Context: an optimization exercise on an open-source flow, tuned for small area, a short achievable clock period and few clock cycles. The choices shown serve that exercise and are no tape-out recipe.
RTL that was checked went through simulation tests only; none was proved equivalent to the original.
The clock port is modelled as an ideal driver, which makes a skipped or thinned clock tree look cheaper than it is; a real chip needs a root buffer or a tree.
Power figures rest on the tool's default switching activity, not on a simulated workload.

## dsc_top
module dsc_top (
	input  logic clk,
	input  logic rst,
	input  logic start,
	input  logic S,
	input  logic first_par,
	input  logic [dsc_pkg::NOF_W-1:0] nof,
	input  logic [dsc_pkg::TILE_W-1:0] tox_n,
	input  logic [dsc_pkg::TILE_W-1:0] toy_n,
	input  logic signed [dsc_pkg::PX_W-1:0] fmint_data,
	input  logic signed [dsc_pkg::PX_W-1:0] fmo_data,
	input  logic signed [dsc_pkg::WG_W-1:0] kdw_data,
	input  logic signed [dsc_pkg::WG_W-1:0] kpw_data,
	input  logic [dsc_pkg::POS_W-1:0] kpw_pos,
	output logic [dsc_pkg::FMINT_AW-1:0] fmint_addr,
	output logic [dsc_pkg::FMO_AW-1:0] fmo_addr,
	output logic [dsc_pkg::KDW_AW-1:0] kdw_addr,
	output logic [dsc_pkg::KPW_AW-1:0] kpw_addr,
	output logic write,
	output logic finish,
	output logic signed [dsc_pkg::PX_W-1:0] res
);
Size in the first run: ~1300 cells after synthesis, ~230 flip-flops, ~100 I/O pins.
export LEC_CHECK = 0
export CAP_MARGIN = 20
export CORE_MARGIN = 2
export CORE_UTILIZATION = 65
export PLACE_DENSITY = 0.75
export SLEW_MARGIN = 20
create_clock -name core_clock -period 12.0 [get_ports {clk}]
standard.sh (not shown) runs the stock make flow with config.mk's settings and CLKGATE_MAP_FILE= SYNTH_SCRIPT=/design/flow/synth_recipe.tcl, a recipe that flattens the netlist after the stock synthesis.
==> flow/flow/run.sh <==
#!/bin/bash
# Standard layout, with plain buffers (instead of delay cells) on the ports
set -e
export BUFFER_PORTS_ARGS="-buffer_cell sky130_fd_sc_hd__buf_2"
bash standard.sh > standard.log 2>&1
Then changed:
- CORE_UTILIZATION: 65 -> 40
- PLACE_DENSITY: 0.75 -> unset
Result: The new run went through all stages and came out clean. Synthesized cell count does not change. Die area rose by 61%. Wire length shrinks by 0.67%. Via count shrinks by 2.2%. Worst setup slack is worse by 23 ps. Count of clock-buffer cells in the layout went up by 2. Sequential power is about the same. Clock skew drops by 16 ps. Critical path depth does not change. First-iteration DRC count fell by 55%. Non-clock buffer count came out higher by 2.
No run of this note included a check of the RTL's function; only the layout flow was run.

========
Another version of the RTL of dsc_top (not shown whole).
For scale: roughly 1400 cells after synthesis, about 240 flip-flops, about 100 I/O pins.
Design dsc_top, start of the top module:
module dsc_top (
	input  logic clk,
	input  logic rst,
	input  logic start,
	input  logic S,
	input  logic first_par,
	input  logic [dsc_pkg::NOF_W-1:0] nof,
	input  logic [dsc_pkg::TILE_W-1:0] tox_n,
	input  logic [dsc_pkg::TILE_W-1:0] toy_n,
	input  logic signed [dsc_pkg::PX_W-1:0] fmint_data,
	input  logic signed [dsc_pkg::PX_W-1:0] fmo_data,
	input  logic signed [dsc_pkg::WG_W-1:0] kdw_data,
	input  logic signed [dsc_pkg::WG_W-1:0] kpw_data,
	input  logic [dsc_pkg::POS_W-1:0] kpw_pos,
	output logic [dsc_pkg::FMINT_AW-1:0] fmint_addr,
	output logic [dsc_pkg::FMO_AW-1:0] fmo_addr,
	output logic [dsc_pkg::KDW_AW-1:0] kdw_addr,
	output logic [dsc_pkg::KPW_AW-1:0] kpw_addr,
	output logic write,
	output logic finish,
	output logic signed [dsc_pkg::PX_W-1:0] res
);
clock: 12.0 ns
lec_check: 0
cap_margin: 20
core_margin: 2
core_utilization: 65
cts_buf_list: sky130_fd_sc_hd__clkbuf_16
cts_cluster_diameter: 100
cts_cluster_size: 30
place_density: 0.75
slew_margin: 20
==> flow/flow/run.sh <==
#!/bin/bash
# Standard layout, with plain buffers (instead of delay cells) on the ports,
# and timing repair aiming at a tighter period than the clock's
set -e
export BUFFER_PORTS_ARGS="-buffer_cell sky130_fd_sc_hd__buf_2"
export SETUP_SLACK_MARGIN=8.6
bash standard.sh > standard.log 2>&1
The first run went through all stages and came out clean.
Testbench counts at the start, summed over its fixed seeds: cycles 20,242.
Edit:
==> flow/flow/run.sh (replaced) <==
#!/bin/bash
# Standard layout, with plain buffers (instead of delay cells) on the ports
set -e
export BUFFER_PORTS_ARGS="-buffer_cell sky130_fd_sc_hd__buf_2"
bash standard.sh > standard.log 2>&1
What happened:
- first-iteration DRC count goes down by 1.6%
- clock skew is about the same
- total power goes down by 2.6%
- combinational power goes down by about 4%
- register-to-register slack loses 0.18 ns
- final area goes down by 2.0%
- routed wire length goes down by 2.5%
- sequential cell count does not change
- worst hold slack loses 0.0036 ns
- setup slack loses 0.012 ns
- area after synthesis does not change

========
## alpha
Another version of the RTL of dsc_top (not shown whole).
Size in the first run: roughly 1400 cells after synthesis, about 240 flip-flops, roughly 100 I/O pins.
// dsc_top
module dsc_top (
	input  logic clk,
	input  logic rst,
	input  logic start,
	input  logic S,
	input  logic first_par,
	input  logic [dsc_pkg::NOF_W-1:0] nof,
	input  logic [dsc_pkg::TILE_W-1:0] tox_n,
	input  logic [dsc_pkg::TILE_W-1:0] toy_n,
	input  logic signed [dsc_pkg::PX_W-1:0] fmint_data,
	input  logic signed [dsc_pkg::PX_W-1:0] fmo_data,
	input  logic signed [dsc_pkg::WG_W-1:0] kdw_data,
	input  logic signed [dsc_pkg::WG_W-1:0] kpw_data,
	input  logic [dsc_pkg::POS_W-1:0] kpw_pos,
	output logic [dsc_pkg::FMINT_AW-1:0] fmint_addr,
	output logic [dsc_pkg::FMO_AW-1:0] fmo_addr,
	output logic [dsc_pkg::KDW_AW-1:0] kdw_addr,
	output logic [dsc_pkg::KPW_AW-1:0] kpw_addr,
	output logic write,
	output logic finish,
	output logic signed [dsc_pkg::PX_W-1:0] res
);
	localparam int DW_LAT = 2;
	localparam int PW_LAT = 2;
	localparam int K_LAST = WIN_N - 1;
	logic       s_q;
	logic [2:0] nof_q;
	always_ff @(posedge clk) begin
		s_q   <= S;
		nof_q <= nof;
	end
	logic       busy;
	logic [4:0] k;      
	logic [1:0] tx;
	logic [1:0] ty;
	logic       issued_last;
	logic       pix_seen;
	logic [7:0] step;
	logic       tx_end;
	logic       ty_end;
	logic st7, st61, stpx;
	logic [4:0] k_nx;
	function automatic logic [4:0] wn(input logic [4:0] kk);
		wn = 5'(K_LAST) - kk;
	endfunction
	assign k_nx = (k == 5'd0) ? 5'(K_LAST) : k - 5'd1;
	always_ff @(posedge clk) begin
		st7  <= wn(k_nx) == 5'd2 || wn(k_nx) == 5'd5 || wn(k_nx) == 5'd11 || wn(k_nx) == 5'd14;
		st61 <= wn(k_nx) == 5'd8;
		stpx <= wn(k_nx) == 5'(K_LAST);
	end
	always_comb begin
		if (stpx) begin
			if (!tx_end)
				step = s_q ? 8'(2 - 101) : 8'(1 - 101);
			else if (s_q)
				step = 8'(18 - 101) - {5'd0, tx, 1'b0};
			else
				step = 8'(9 - 101) - {6'd0, tx};
		end else if (st61)
			step = 8'd61;
  ...
Settings: LEC_CHECK=0, CAP_MARGIN=20, CORE_MARGIN=2, CORE_UTILIZATION=65, CTS_BUF_LIST=sky130_fd_sc_hd__clkbuf_16, CTS_CLUSTER_DIAMETER=100, CTS_CLUSTER_SIZE=30, PLACE_DENSITY=0.75, SLEW_MARGIN=20; clock period 12.0 ns.
==> flow/flow/run.sh <==
#!/bin/bash
# Standard layout with three changes:
#  - plain buffers (instead of delay cells) on the ports,
#  - after CTS, the clock tree is rebuilt with three root buffers on the clock
#    port, each driving leaf buffers for clusters of at most 25 registers
#    (flow/post_cts.tcl, flow/mycts.tcl),
#  - then setup timing is repaired against a 3.2 ns target.
set -e
export BUFFER_PORTS_ARGS="-buffer_cell sky130_fd_sc_hd__buf_2"
export MYCTS_DIR="$PWD/flow"
export MYCTS_ROOTS=3
export MYCTS_SIZE=25
export MYCTS_MARGIN=8.8
export POST_CTS_TCL="$PWD/flow/post_cts.tcl"
bash standard.sh > standard.log 2>&1
==> flow/flow/post_cts.tcl <==
# Runs at the end of ORFS's CTS step (POST_CTS_TCL): replaces the clock tree
# with a shallower one (flow/mycts.tcl), then repairs setup timing against a
# tighter target than the clock period, and legalizes the placement again.
source $::env(MYCTS_DIR)/mycts.tcl
mycts_rebuild
detailed_placement
estimate_parasitics -placement
report_worst_slack -max
repair_timing -setup_margin $::env(MYCTS_MARGIN) -repair_tns 100 -verbose
detailed_placement
check_placement -verbose
estimate_parasitics -placement
report_worst_slack -max
report_worst_slack -min
Other scripts of this flow, unchanged in this note and not shown: flow/flow/mycts.tcl
alpha: PASS, flow complete, no timing, DRC or antenna violations
Testbench counts of alpha, summed over its fixed seeds: cycles 20,242.
Setup changes, alpha to beta
-- flow/flow/run.sh --
<<< alpha, line 1
#!/bin/bash
# Standard layout with three changes:
#  - plain buffers (instead of delay cells) on the ports,
#  - after CTS, the clock tree is rebuilt with three root buffers on the clock
#    port, each driving leaf buffers for clusters of at most 25 registers
>>> beta, line 1
#!/bin/bash
# Standard layout with three changes:
#  - plain buffers (instead of delay cells) on the ports, the smallest on inputs,
#  - after CTS, the clock tree is rebuilt with three root buffers on the clock
#    port, each driving leaf buffers for clusters of at most 25 registers
==> flow/flow/post_cts.tcl <==
# Runs at the end of ORFS's CTS step (POST_CTS_TCL): replaces the clock tree
# with a shallower one (flow/mycts.tcl), gives the input ports the smallest
# buffer (their paths have slack), then repairs setup timing against a
# tighter target than the clock period, and legalizes the placement again.
source $::env(MYCTS_DIR)/mycts.tcl
mycts_rebuild
set db [ord::get_db]
foreach bt [[ord::get_db_block] getBTerms] {
  if {[$bt getIoType] ne "INPUT"} continue
  foreach it [[$bt getNet] getITerms] {
    set inst [$it getInst]
    if {[[$inst getMaster] getName] eq "sky130_fd_sc_hd__buf_2"} {
      $inst swapMaster [$db findMaster sky130_fd_sc_hd__buf_1]
    }
  }
}
detailed_placement
estimate_parasitics -placement
report_worst_slack -max
repair_timing -setup_margin $::env(MYCTS_MARGIN) -repair_tns 100 -verbose
detailed_placement
check_placement -verbose
estimate_parasitics -placement
report_worst_slack -max
report_worst_slack -min
Having completed the whole flow, beta delivered a layout that passed the timing, DRC and antenna checks. In the flow results for alpha and beta, the largest incremental delay on the critical path is smaller on alpha. From beta to alpha, total standard cell area after synthesis did not move at all. Diff alpha -> beta: number of vias per cell has remained practically unchanged; overall power of the completed layout has remained practically unchanged; full die area has remained practically unchanged; remaining max-slew budget at the tightest pin has increased; worst hold-check slack has remained practically unchanged. Of alpha and beta, the run reporting the higher sequential fraction of total cell area was beta. | routed wire length | alpha vs beta | ≈ equal |. Diff alpha -> beta: worst setup slack after layout has decreased; largest fanout on the critical path has remained practically unchanged.
No run of this note takes its clock network from TritonCTS; it comes from the design's own scripts or RTL.

========
dsc_top again, from the RTL that the note above started with.
==> flow/design.v (excerpt) <==
module dsc_top (
	input  logic clk,
	input  logic rst,
	input  logic start,
	input  logic S,
	input  logic first_par,
	input  logic [dsc_pkg::NOF_W-1:0] nof,
	input  logic [dsc_pkg::TILE_W-1:0] tox_n,
	input  logic [dsc_pkg::TILE_W-1:0] toy_n,
	input  logic signed [dsc_pkg::PX_W-1:0] fmint_data,
	input  logic signed [dsc_pkg::PX_W-1:0] fmo_data,
	input  logic signed [dsc_pkg::WG_W-1:0] kdw_data,
	input  logic signed [dsc_pkg::WG_W-1:0] kpw_data,
	input  logic [dsc_pkg::POS_W-1:0] kpw_pos,
	output logic [dsc_pkg::FMINT_AW-1:0] fmint_addr,
	output logic [dsc_pkg::FMO_AW-1:0] fmo_addr,
	output logic [dsc_pkg::KDW_AW-1:0] kdw_addr,
	output logic [dsc_pkg::KPW_AW-1:0] kpw_addr,
	output logic write,
	output logic finish,
	output logic signed [dsc_pkg::PX_W-1:0] res
);
clock: 12.0 ns
lec_check: 0
cap_margin: 20
core_margin: 2
core_utilization: 65
cts_buf_list: sky130_fd_sc_hd__clkbuf_16
cts_cluster_diameter: 100
cts_cluster_size: 30
place_density: 0.75
slew_margin: 20
==> flow/flow/run.sh <==
#!/bin/bash
# Standard layout with three changes:
#  - plain buffers (instead of delay cells) on the ports,
#  - after CTS, the clock tree is rebuilt with four root buffers on the clock
#    port, each driving leaf buffers for clusters of at most 20 registers
#    (flow/post_cts.tcl, flow/mycts.tcl),
#  - then setup timing is repaired against a 3.15 ns target.
set -e
export BUFFER_PORTS_ARGS="-buffer_cell sky130_fd_sc_hd__buf_2"
export MYCTS_DIR="$PWD/flow"
export MYCTS_ROOTS=4
export MYCTS_SIZE=20
export MYCTS_MARGIN=8.85
export POST_CTS_TCL="$PWD/flow/post_cts.tcl"
bash standard.sh > standard.log 2>&1
==> flow/flow/mycts.tcl <==
# Replace the clock tree built by CTS with a two-level one: a root buffer
# driving one leaf buffer per cluster of clock sinks.
proc mycts_rebuild {} {
  set db [ord::get_db]
  set block [ord::get_db_block]
  set clkport [$block findBTerm clk]
  set clknet [$clkport getNet]
  set bufm [$db findMaster sky130_fd_sc_hd__clkbuf_16]
  # collect sinks: register clock pins anywhere in the current tree; remove tree cells
  set sinks {}
  set todo [list $clknet]
  set dead_insts {}
  set dead_nets {}
  while {[llength $todo]} {
    set net [lindex $todo 0]
    set todo [lrange $todo 1 end]
    foreach it [$net getITerms] {
      if {[$it isOutputSignal]} continue
      set inst [$it getInst]
      set mname [[$inst getMaster] getName]
      if {[string match "sky130_fd_sc_hd__clkbuf*" $mname] || [string match "sky130_fd_sc_hd__clkinv*" $mname] || [string match "sky130_fd_sc_hd__buf_*" $mname] || [string match "sky130_fd_sc_hd__inv_*" $mname]} {
        # a tree cell: follow its output
        lappend dead_insts $inst
        foreach o [$inst getITerms] {
          if {[$o isOutputSignal] && [$o getNet] ne "NULL"} {
            lappend todo [$o getNet]
            lappend dead_nets [$o getNet]
          }
        }
      } else {
        lappend sinks $it
      }
    }
  }
  puts "mycts: [llength $sinks] sinks, removing [llength $dead_insts] tree cells"
  foreach it $sinks { $it disconnect }
  foreach inst $dead_insts { odb::dbInst_destroy $inst }
  foreach net [lsort -unique $dead_nets] { odb::dbNet_destroy $net }
  # positions
  set pts {}
  foreach it $sinks {
    set bb [[$it getInst] getBBox]
    lappend pts [list [expr {([$bb xMin] + [$bb xMax]) / 2.0}] [expr {([$bb yMin] + [$bb yMax]) / 2.0}]]
  }
  set n [llength $pts]
  set k [expr {int(ceil($n / double($::env(MYCTS_SIZE))))}]
  # k-means, initialised along a space-filling order
  set order [lsort -real -index 0 [lmap p $pts i [lsearch -all $pts *] {list [lindex $p 0] [lindex $p 1]}]]
  set cents {}
  for {set c 0} {$c < $k} {incr c} {
    lappend cents [lindex $pts [expr {int(($c + 0.5) * $n / $k)}]]
  }
  set assign [lrepeat $n 0]
  for {set iter 0} {$iter < 50} {incr iter} {
    # capacity-limited assignment: points in order of their best distance
    set cap [expr {int(ceil($n / double($k))) + 2}]
    set cnt [lrepeat $k 0]
    set cand {}
    for {set i 0} {$i < $n} {incr i} {
      lassign [lindex $pts $i] x y
      set ds {}
      for {set c 0} {$c < $k} {incr c} {
        lassign [lindex $cents $c] cx cy
        lappend ds [list $c [expr {abs($x - $cx) + abs($y - $cy)}]]
      }
      set ds [lsort -real -index 1 $ds]
      lappend cand [list $i [lindex $ds 0 1] $ds]
    }
    foreach e [lsort -real -index 1 $cand] {
      lassign $e i best ds
      foreach d $ds {
        set c [lindex $d 0]
        if {[lindex $cnt $c] < $cap} {
          lset assign $i $c
          lset cnt $c [expr {[lindex $cnt $c] + 1}]
          break
        }
      }
    }
    set sx [lrepeat $k 0.0]; set sy [lrepeat $k 0.0]
    for {set i 0} {$i < $n} {incr i} {
      set c [lindex $assign $i]
      lset sx $c [expr {[lindex $sx $c] + [lindex $pts $i 0]}]
      lset sy $c [expr {[lindex $sy $c] + [lindex $pts $i 1]}]
    }
    for {set c 0} {$c < $k} {incr c} {
      if {[lindex $cnt $c] > 0} {
        lset cents $c [list [expr {[lindex $sx $c] / [lindex $cnt $c]}] [expr {[lindex $sy $c] / [lindex $cnt $c]}]]
      }
    }
  }
  # roots: the leaves split into MYCTS_ROOTS groups by position, one root
  # buffer at the centre of each group
  set nr $::env(MYCTS_ROOTS)
  if {$nr > $k} { set nr $k }
  set lorder [lsort -real -index 1 [lmap c $cents i [lsearch -all $cents *] {list $i [lindex $c 0]}]]
  set rootof [lrepeat $k 0]
  set per [expr {int(ceil($k / double($nr)))}]
  set j 0
  foreach e $lorder {
    lset rootof [lindex $e 0] [expr {$j / $per}]
    incr j
  }
  set rnets {}
  for {set r 0} {$r < $nr} {incr r} {
    set rx 0.0; set ry 0.0; set m 0
    for {set c 0} {$c < $k} {incr c} {
      if {[lindex $rootof $c] == $r} {
        set rx [expr {$rx + [lindex $cents $c 0]}]; set ry [expr {$ry + [lindex $cents $c 1]}]; incr m
      }
    }
    set rx [expr {int($rx / $m)}]; set ry [expr {int($ry / $m)}]
    set root [odb::dbInst_create $block $bufm mycts_root_$r]
    $root setLocation $rx $ry
    $root setPlacementStatus PLACED
    [$root findITerm A] connect $clknet
    set rnet [odb::dbNet_create $block mycts_root_net_$r]
    $rnet setSigType CLOCK
    [$root findITerm X] connect $rnet
    lappend rnets $rnet
  }
  for {set c 0} {$c < $k} {incr c} {
    set leaf [odb::dbInst_create $block $bufm mycts_leaf_$c]
    $leaf setLocation [expr {int([lindex $cents $c 0])}] [expr {int([lindex $cents $c 1])}]
    $leaf setPlacementStatus PLACED
    [$leaf findITerm A] connect [lindex $rnets [lindex $rootof $c]]
    set lnet [odb::dbNet_create $block mycts_leaf_net_$c]
    $lnet setSigType CLOCK
    [$leaf findITerm X] connect $lnet
    for {set i 0} {$i < $n} {incr i} {
      if {[lindex $assign $i] == $c} { [lindex $sinks $i] connect $lnet }
    }
    puts "mycts: leaf $c: [lindex $cnt $c] sinks"
  }
  $clknet setSigType CLOCK
}
==> flow/flow/post_cts.tcl <==
# Runs at the end of ORFS's CTS step (POST_CTS_TCL): replaces the clock tree
# with a shallower one (flow/mycts.tcl), then repairs setup timing against a
# tighter target than the clock period, and legalizes the placement again.
source $::env(MYCTS_DIR)/mycts.tcl
mycts_rebuild
detailed_placement
estimate_parasitics -placement
report_worst_slack -max
repair_timing -setup_margin $::env(MYCTS_MARGIN) -repair_tns 100 -verbose
detailed_placement
check_placement -verbose
estimate_parasitics -placement
report_worst_slack -max
report_worst_slack -min
The baseline passed the timing, DRC and antenna checks.
Testbench counts at the start, summed over its fixed seeds: cycles 20,242.
==> next run, changes <==
==> flow/flow/run.sh (replaced) <==
#!/bin/bash
# Standard layout with three changes:
#  - plain buffers (instead of delay cells) on the ports,
#  - after CTS, the clock tree is rebuilt with three root buffers on the clock
#    port, each driving leaf buffers for clusters of at most 25 registers
#    (flow/post_cts.tcl, flow/mycts.tcl),
#  - then setup timing is repaired against a 3.2 ns target.
set -e
export BUFFER_PORTS_ARGS="-buffer_cell sky130_fd_sc_hd__buf_2"
export MYCTS_DIR="$PWD/flow"
export MYCTS_ROOTS=3
export MYCTS_SIZE=25
export MYCTS_MARGIN=8.8
export POST_CTS_TCL="$PWD/flow/post_cts.tcl"
bash standard.sh > standard.log 2>&1
--- a/flow/config.mk
+++ b/flow/config.mk
@@ -10 +10 @@
-export CORE_UTILIZATION = 65
+export CORE_UTILIZATION = 75
@@ -14 +14 @@
-export PLACE_DENSITY = 0.75
+export PLACE_DENSITY = 0.85
Outcome:
- synthesized area is unchanged
- first-iteration DRC count drops by 9.3%
- combinational power barely changes
- clock skew climbs by 36 ps
- global-route usage climbs by 4.1 points
- hold slack improved by 22 ps
- total power drops by about 0.8%
- critical path depth stays the same
- via count climbs by 1.2%
No run of this note takes its clock network from TritonCTS; it comes from the design's own scripts or RTL.

-- static timing again, ports no longer ideal --
In the flow no input, the clock included, has a driving cell. The finished layouts below were timed again as built, in two steps.
Step 1 (the two cells are an assumption about what drives the block):
set clk [get_ports {clk}]
set_driving_cell -lib_cell sky130_fd_sc_hd__clkbuf_16 $clk
set_driving_cell -lib_cell sky130_fd_sc_hd__buf_2 [delete_from_list [all_inputs] $clk]
Step 2 adds t to the input delays and takes it off the output delays; t is the mean of the earliest and latest rising clock arrival at the registers after step 1. Input paths then give back, and output paths get back, about the clock's delay inside the block.
a / b / c = ideal / step 1 / step 2; a / b = the first two.
| run | t, ns | setup WS [ns] | worst setup path at the end | worst slew at a driven data input, ns |
|---|---|---|---|---|
| the first run of note 1 | 0.572 | 8.344 / 8.297 / 8.472 | input to register | 0.06 |
| the second run of note 1 | 0.575 | 8.321 / 8.277 / 8.702 | register to register | 0.06 |
| the first run of note 2 | 0.521 | 8.491 / 8.447 / 8.741 | input to register | 0.07 |
| the second run of note 2 | 0.522 | 8.479 / 8.435 / 8.604 | register to register | 0.07 |
| alpha | 0.379 | 8.755 / 8.729 / 8.639 | input to register | 0.06 |
| beta | 0.379 | 8.734 / 8.728 / 8.541 | input to register | 0.06 |
| the first run of note 4 | 0.384 | 8.817 / 8.746 / 8.626 | input to register | 0.07 |
| the second run of note 4 | 0.382 | 8.730 / 8.730 / 8.570 | input to register | 0.05 |
After both steps setup and hold are still met in every run listed. For beta, which loses most, drivers alone change the setup slack by -0.006 ns; drivers and shift together by -0.193 ns.
